What follows belongs to an exercise in optimizing a design on an open flow for small area and a short achievable clock period; a production flow would make more cautious choices. In this exercise RTL edits were held to simulation tests only and were not proved equivalent to the original. No activity file was given, so power comes from the tool's default toggle rates.

==> flow/design.v (excerpt) <==
module fp_mul_top (
    input  logic        clk,
    input  logic        arst_n,
    input  logic        in_valid,
    input  logic [31:0] fp_x,
    input  logic [31:0] fp_y,
    input  logic [2:0]  r_mode,
    output logic        out_valid,
    output logic [31:0] fp_z,
    output logic        ovrf,
    output logic        udrf
);
clock: 8.5 ns
lec_check: 0
abc_area: 1
cap_margin: 20
core_margin: 2
core_utilization: 40
slew_margin: 20
standard.sh (not shown) runs the stock make flow with config.mk's settings and CLKGATE_MAP_FILE= SYNTH_SCRIPT=/design/flow/synth_recipe.tcl, a recipe that flattens the netlist after the stock synthesis.
==> flow/flow/run.sh <==
#!/bin/bash
# The standard ORFS layout (standard.sh, with its standard synthesis) with
# these changes to how it is made:
#  - port buffers are buf_1 cells
#  - CTS runs with the arguments in flow/cts_args.txt (no dummy loads, smaller
#    clock buffers in smaller sink clusters)
#  - the platform's don't-use list is extended with the clock inverters
#    (flow/dont_use.txt), which repair otherwise sizes into weak low-power
#    variants on data paths
#  - the repair steps aim at a setup slack margin (flow/margin.txt) that stands
#    for a shorter clock period than the one signed off
# Each tool's output goes to flow_orfs.log and ORFS's own logs under orfs/logs.
set -euo pipefail
MARGIN=$(cat flow/margin.txt)
CTS_ARGS_FILE=$(cat flow/cts_args.txt)
DONT_USE=$(cat flow/dont_use.txt)
bash standard.sh \
  SETUP_SLACK_MARGIN="$MARGIN" \
  BUFFER_PORTS_ARGS="-buffer_cell sky130_fd_sc_hd__buf_1" \
  CTS_ARGS="$CTS_ARGS_FILE" \
  DONT_USE_CELLS="$DONT_USE" \
  finish > flow_orfs.log 2>&1
==> flow/flow/margin.txt <==
5.2
Other scripts of this flow, unchanged in this note and not shown: flow/flow/cts_args.txt, flow/flow/dont_use.txt
Change:
==> flow/flow/margin.txt (replaced) <==
4.8
Global-route usage shrinks by 0.52 points.
Non-clock buffer count drops by 63.
Worst setup slack got worse by 0.31 ns.
Count of clock-buffer cells in the layout went down by 3.
Via count went down by 2.7%.
Cell area came out lower by 5.7%.
Routed wire length went down by 3.3%.
Total power fell by 2.3%.
Hold slack is better by 0.058 ns.

* * *

Starting RTL as in the previous note.
==> flow/config.mk <==
export PLATFORM = sky130hd
export DESIGN_NAME = fp_mul_top
export DESIGN_NICKNAME = fp_mul_top
export VERILOG_FILES = /design/flow/design.v
export SDC_FILE = /design/flow/constraint.sdc
export NUM_CORES = 4
export LEC_CHECK = 0
export ABC_AREA = 1
export CAP_MARGIN = 20
export CORE_MARGIN = 2
export CORE_UTILIZATION = 40
export SLEW_MARGIN = 20
==> flow/constraint.sdc <==
create_clock -name core_clock -period 8.5 [get_ports {clk}]
set_input_delay 1.7000 -clock core_clock [delete_from_list [all_inputs] [get_ports {clk}]]
set_output_delay 1.7000 -clock core_clock [all_outputs]
set_load 0.01 [all_outputs]
==> flow/flow/cts_args.txt <==
-sink_clustering_enable -repair_clock_nets -dont_use_dummy_load -buf_list {sky130_fd_sc_hd__clkbuf_4 sky130_fd_sc_hd__clkbuf_8} -sink_clustering_size 14 -sink_clustering_max_diameter 70
==> flow/flow/dont_use.txt <==
sky130_fd_sc_hd__probe_p_8 sky130_fd_sc_hd__probec_p_8 sky130_fd_sc_hd__lpflow_bleeder_1 sky130_fd_sc_hd__lpflow_clkbufkapwr_1 sky130_fd_sc_hd__lpflow_clkbufkapwr_16 sky130_fd_sc_hd__lpflow_clkbufkapwr_2 sky130_fd_sc_hd__lpflow_clkbufkapwr_4 sky130_fd_sc_hd__lpflow_clkbufkapwr_8 sky130_fd_sc_hd__lpflow_clkinvkapwr_1 sky130_fd_sc_hd__lpflow_clkinvkapwr_16 sky130_fd_sc_hd__lpflow_clkinvkapwr_2 sky130_fd_sc_hd__lpflow_clkinvkapwr_4 sky130_fd_sc_hd__lpflow_clkinvkapwr_8 sky130_fd_sc_hd__lpflow_decapkapwr_12 sky130_fd_sc_hd__lpflow_decapkapwr_3 sky130_fd_sc_hd__lpflow_decapkapwr_4 sky130_fd_sc_hd__lpflow_decapkapwr_6 sky130_fd_sc_hd__lpflow_decapkapwr_8 sky130_fd_sc_hd__lpflow_inputiso0n_1 sky130_fd_sc_hd__lpflow_inputiso0p_1 sky130_fd_sc_hd__lpflow_inputiso1n_1 sky130_fd_sc_hd__lpflow_inputiso1p_1 sky130_fd_sc_hd__lpflow_inputisolatch_1 sky130_fd_sc_hd__lpflow_isobufsrc_1 sky130_fd_sc_hd__lpflow_isobufsrc_16 sky130_fd_sc_hd__lpflow_isobufsrc_2 sky130_fd_sc_hd__lpflow_isobufsrc_4 sky130_fd_sc_hd__lpflow_isobufsrc_8 sky130_fd_sc_hd__lpflow_isobufsrckapwr_16 sky130_fd_sc_hd__lpflow_lsbuf_lh_hl_isowell_tap_1 sky130_fd_sc_hd__lpflow_lsbuf_lh_hl_isowell_tap_2 sky130_fd_sc_hd__lpflow_lsbuf_lh_hl_isowell_tap_4 sky130_fd_sc_hd__lpflow_lsbuf_lh_isowell_4 sky130_fd_sc_hd__lpflow_lsbuf_lh_isowell_tap_1 sky130_fd_sc_hd__lpflow_lsbuf_lh_isowell_tap_2 sky130_fd_sc_hd__lpflow_lsbuf_lh_isowell_tap_4 sky130_fd_sc_hd__clkinv_1 sky130_fd_sc_hd__clkinv_2 sky130_fd_sc_hd__clkinv_4 sky130_fd_sc_hd__clkinv_8 sky130_fd_sc_hd__clkinv_16 sky130_fd_sc_hd__clkinvlp_2 sky130_fd_sc_hd__clkinvlp_4
==> flow/flow/margin.txt <==
5.35
Scripts as last shown in full above: flow/flow/run.sh
The baseline went through all stages and came out clean.
Then changed:
==> flow/flow/margin.txt (replaced) <==
5
TNS_END_PERCENT = 10   (was unset)
What happened: Maximum frequency fell by 7.1%; power fell by 2.6%; combinational power fell by about 4.3%; critical path depth fell by 2; utilization fell by 4.6 points; area after synthesis stays the same; flip-flop and latch count stays the same.
Then changed:
==> flow/flow/cts_args.txt (replaced) <==
-sink_clustering_enable -repair_clock_nets -dont_use_dummy_load -buf_list {sky130_fd_sc_hd__clkbuf_4 sky130_fd_sc_hd__clkbuf_8} -sink_clustering_size 18 -sink_clustering_max_diameter 85
==> flow/flow/margin.txt (replaced) <==
5.2
TNS_END_PERCENT = unset   (was 10)
=> Area after synthesis is unchanged. Cell area rose by 5.2%. Total power went up by 0.75%. Routed wire length grows by 3.7%.
Then changed:
==> flow/flow/cts_args.txt (replaced) <==
-sink_clustering_enable -repair_clock_nets -dont_use_dummy_load -buf_list {sky130_fd_sc_hd__clkbuf_4 sky130_fd_sc_hd__clkbuf_8} -sink_clustering_size 14 -sink_clustering_max_diameter 70
==> flow/flow/margin.txt (replaced) <==
5
Wire length is lower by 3.7%.
Core utilization drops by 2.1 points.
Via count drops by 3.1%.
Synthesized area is unchanged.
Sequential cell count stays the same.
Final cell count decreases by 1.3%.
Clock-buffer cell count is higher by 7.
Non-clock buffer count falls by 47.
Die area stays the same.
Design area shrinks by 4.6%.

[port drivers added, routing unchanged]
No port has a modelled driver above. Below, the same layouts with a new extraction and two added sets of constraints. Step 1 (the two cells are an assumption about what drives the block):
set clk [get_ports {clk}]
set_driving_cell -lib_cell sky130_fd_sc_hd__clkbuf_16 $clk
set_driving_cell -lib_cell sky130_fd_sc_hd__buf_2 [delete_from_list [all_inputs] $clk]
Step 2 times the ports against the registers' clock, not the clock port: input delays grow and output delays shrink by t, the midpoint of the rising clock arrivals with the driver on. a / b / c = ideal ports / drivers / drivers and shift; a / b = the first two.
run	t (ns)	slack for setup (ns)	slew at the worst register clock pin (ns)	cell pins on the clock port's net
the first run of note 1	0.677	5.188 / 5.188 / 4.650	0.09 / 0.09	1
the second run of note 1	0.644	4.880 / 4.880 / 4.405	0.09 / 0.09	1
the first run of note 2	0.652	5.196 / 5.196 / 4.673	0.09 / 0.09	1
the second run of note 2	0.662	4.945 / 4.945 / 4.484	0.10 / 0.10	1
the third run of note 2	0.640	5.188 / 5.188 / 4.665	0.11 / 0.11	1
the fourth run of note 2	0.668	5.010 / 5.010 / 4.513	0.10 / 0.10	1
After both steps every run listed still meets setup and hold. For the first run of note 1, which loses most, drivers alone change the setup slack by 0.000 ns; drivers and shift together by -0.538 ns.
